Source: an optimization exercise on an open RTL-to-GDS flow (aim: small area and a short achievable clock period). Production flows keep margins and buffers that such runs may drop. In this exercise RTL edits were held to simulation tests only and were not proved equivalent to the original. No activity file was given, so power comes from the tool's default toggle rates.

P:
// vxe_fma_top
module vxe_fma_top (
  input  wire logic        clk,
  input  wire logic        nrst,
  input  wire logic        i_vld,
  input  wire logic [31:0] i_a,
  input  wire logic [31:0] i_x,
  input  wire logic [31:0] i_b,
  input  wire logic [3:0]  i_tag,
  output      logic        o_vld,
  output      logic [31:0] o_res,
  output      logic        o_ovf,
  output      logic [3:0]  o_tag,
  output      logic        o_busy
);
Size: roughly 140 I/O pins.
Settings: LEC_CHECK=0, CAP_MARGIN=20, CORE_MARGIN=2, CORE_UTILIZATION=50, CTS_CLUSTER_DIAMETER=100, CTS_CLUSTER_SIZE=22, SLEW_MARGIN=20, SYNTH_HIERARCHICAL=1, SYNTH_MINIMUM_KEEP_SIZE=0; clock period 10.0 ns.
standard.sh (not shown) runs the stock make flow with config.mk's settings and CLKGATE_MAP_FILE= SYNTH_SCRIPT=/design/flow/synth_recipe.tcl, a recipe that flattens the netlist after the stock synthesis.
==> flow/flow/run.sh <==
#!/bin/bash
set -euo pipefail
bash standard.sh \
  SETUP_SLACK_MARGIN=6.9 \
  MATCH_CELL_FOOTPRINT=0 \
  "BUFFER_PORTS_ARGS=-buffer_cell sky130_fd_sc_hd__buf_1" \
  finish > flow_make.log 2>&1
P finished end to end and its layout was clean on timing, DRC and antenna.
Relative to P, the following input files were edited for Q:
==> flow/flow/run.sh <==
#!/bin/bash
set -euo pipefail
bash standard.sh \
  SETUP_SLACK_MARGIN=6.95 \
  MATCH_CELL_FOOTPRINT=0 \
  "BUFFER_PORTS_ARGS=-buffer_cell sky130_fd_sc_hd__buf_1" \
  finish > flow_make.log 2>&1
==> comparison <==
- Diff Q..P | part of the cycle the worst path needs | negligible
- Q ended with less slack of the critical path than P.
- Re count of inverters not on the clock network in the layout: no difference whatsoever between P and Q.
- In Q relative to P, count of plain and timing-repair buffers had gone up by a few percent.
- Diff P -> Q: number of diodes rose 3; first-iteration DRC count fell 274; routed via count moved up; number of cells on the critical path ~0 delta; fraction of layout cells with a size suffix above 1 now sits higher.
- Fraction of area in multi-input gates, Q and P, higher one = P.

========
== oak ==
vxe_fma_top again, from the RTL that the note above started with.
clock: 10.0 ns
lec_check: 0
cap_margin: 20
core_margin: 2
core_utilization: 50
cts_cluster_diameter: 120
cts_cluster_size: 18
slew_margin: 20
synth_hierarchical: 1
synth_minimum_keep_size: 0
==> flow/flow/run.sh <==
#!/bin/bash
set -euo pipefail
bash standard.sh \
  SETUP_SLACK_MARGIN=6.9 \
  MATCH_CELL_FOOTPRINT=0 \
  "BUFFER_PORTS_ARGS=-buffer_cell sky130_fd_sc_hd__buf_1" \
  finish > flow_make.log 2>&1
#### Input delta (pine over oak)
- removing CTS_CLUSTER_SIZE (formerly 18)
- changing CORE_UTILIZATION from 50 to 40
- removing CTS_CLUSTER_DIAMETER (formerly 120)
==> flow/flow/run.sh <==
#!/bin/bash
set -euo pipefail
bash standard.sh \
  SETUP_SLACK_MARGIN=6.9 \
  MATCH_CELL_FOOTPRINT=0 \
  "BUFFER_PORTS_ARGS=-buffer_cell sky130_fd_sc_hd__buf_2" \
  finish > flow_make.log 2>&1
Findings:
- Final area ends up lower on oak.
- pine vs oak: total global-route track usage down
- Register-to-register slack: pine higher than oak
- Delta (pine minus oak): power dissipated by switching net loads shows an increase of about 1.6%, number of cell rows up 12%, highest clock frequency the design can meet was more or less identical.

========
Setup of v30:
Starting RTL as in the previous note.
Settings: LEC_CHECK=0, CAP_MARGIN=20, CORE_MARGIN=2, CORE_UTILIZATION=40, CTS_CLUSTER_DIAMETER=120, CTS_CLUSTER_SIZE=18, SLEW_MARGIN=20, SYNTH_HIERARCHICAL=1, SYNTH_MINIMUM_KEEP_SIZE=0; clock period 10.0 ns.
==> flow/flow/run.sh <==
#!/bin/bash
set -euo pipefail
bash standard.sh \
  SETUP_SLACK_MARGIN=6.9 \
  MATCH_CELL_FOOTPRINT=0 \
  "BUFFER_PORTS_ARGS=-buffer_cell sky130_fd_sc_hd__buf_2" \
  finish > flow_make.log 2>&1
v30 finished every step from synthesis to the final layout, and the layout passed the timing, design-rule and antenna checks.
Changes in v14 relative to v30:
Settings: CTS_CLUSTER_SIZE changed from 18 to 22; CTS_CLUSTER_DIAMETER changed from 120 to 100.
==> comparison <==
- Re worst setup slack: v14 is 0.041 ns up on v30.
- Final instance count without filler cells, v14 and v30: higher on v14
- Compared with v30, v14 shows power share of the combinational group lower by 1.0 points.

========
## cedar
Another version of the RTL of vxe_fma_top (not shown whole).
Size in the first run: roughly 140 I/O pins.
export LEC_CHECK = 0
export CAP_MARGIN = 50
export CORE_MARGIN = 2
export CORE_UTILIZATION = 40
export SLEW_MARGIN = 70
export SYNTH_HIERARCHICAL = 1
export SYNTH_MINIMUM_KEEP_SIZE = 0
create_clock -name core_clock -period 10.0 [get_ports {clk}]
==> flow/flow/run.sh <==
#!/bin/bash
# The standard layout, with timing repair asked to leave extra setup margin so
# that it sizes and buffers the pipeline stages for the period the design
# reaches rather than for the 10 ns clock. Clock and constraints are unchanged.
set -euo pipefail
bash standard.sh SETUP_SLACK_MARGIN=6.8 finish > flow_make.log 2>&1
cedar finished every step from synthesis to the final layout, and the layout passed the timing, design-rule and antenna checks.
Inputs modified between cedar and sierra:
==> flow/run.sh (new file) <==
#!/bin/bash
# synth_recipe.tcl (not shown) runs the flow's synth.tcl, then flattens the netlist and writes it again
# the make line also repeats each setting of config.mk as NAME=value (left out here)
make -C /OpenROAD-flow-scripts/flow DESIGN_CONFIG=/design/flow/config.mk WORK_HOME=/design/flow/orfs CLKGATE_MAP_FILE= SYNTH_SCRIPT=/design/flow/synth_recipe.tcl finish
removed: flow/flow/run.sh
removed: flow/standard.sh
--- outcome ---
In summary, sierra completed successfully, with a layout that passed the timing, design-rule and antenna checks. Number of tap instances: cedar vs sierra identical. Proportion of final cell area spent on non-clock buffers was lower in the run labelled sierra. Number of cells on the worst reg-to-reg path came out higher on sierra than on cedar. Looking at sierra and cedar, the instance area after placement is a wash. Power per cell area in sierra is about 0.6% above cedar. Total routing resource utilization after global routing: cedar vs sierra — no meaningful difference. Looking at antenna diode count across sierra and cedar, the one that comes out higher is cedar. Status: clock share of power parity (sierra, cedar).

afterwards: timing with drivers on the ports:
The flow's constraints put no driver on any port. The routed layouts listed below were extracted and timed again, unchanged, in two steps.
Step 1: set_driving_cell puts a clkbuf_16 on clk and a buf_2 on each other input, an assumption about the parent block.
Step 2, shift: input delay + t, output delay - t, t = (earliest + latest rising clock arrival at the registers) / 2. This alone moves slack from input paths to output paths.
a / b / c = ideal / step 1 / step 2; a / b = the first two.
| run | shift t [ns] | setup WS [ns] | slew at the worst register clock pin (ns) | worst data-port slew with drivers (ns) | cell pins on the clock port's net |
|---|---|---|---|---|---|
| P | 0.688 | 6.878 / 6.809 / 6.920 | 0.10 / 0.10 | 0.06 | 1 |
| Q | 0.690 | 6.866 / 6.798 / 6.960 | 0.10 / 0.10 | 0.04 | 1 |
| oak | 0.698 | 6.897 / 6.826 / 6.921 | 0.09 / 0.09 | 0.06 | 1 |
| pine | 0.668 | 6.898 / 6.837 / 6.955 | 0.07 / 0.07 | 0.07 | 1 |
| v30 | 0.688 | 6.867 / 6.802 / 6.931 | 0.09 / 0.09 | 0.06 | 1 |
| v14 | 0.632 | 6.908 / 6.846 / 6.941 | 0.09 / 0.09 | 0.07 | 1 |
| cedar | 0.659 | 6.787 / 6.779 / 6.787 | 0.07 / 0.07 | 0.06 | 1 |
| sierra | 0.657 | 6.524 / 6.463 / 6.690 | 0.07 / 0.07 | 0.05 | 1 |
After both steps setup and hold are still met in every run listed.
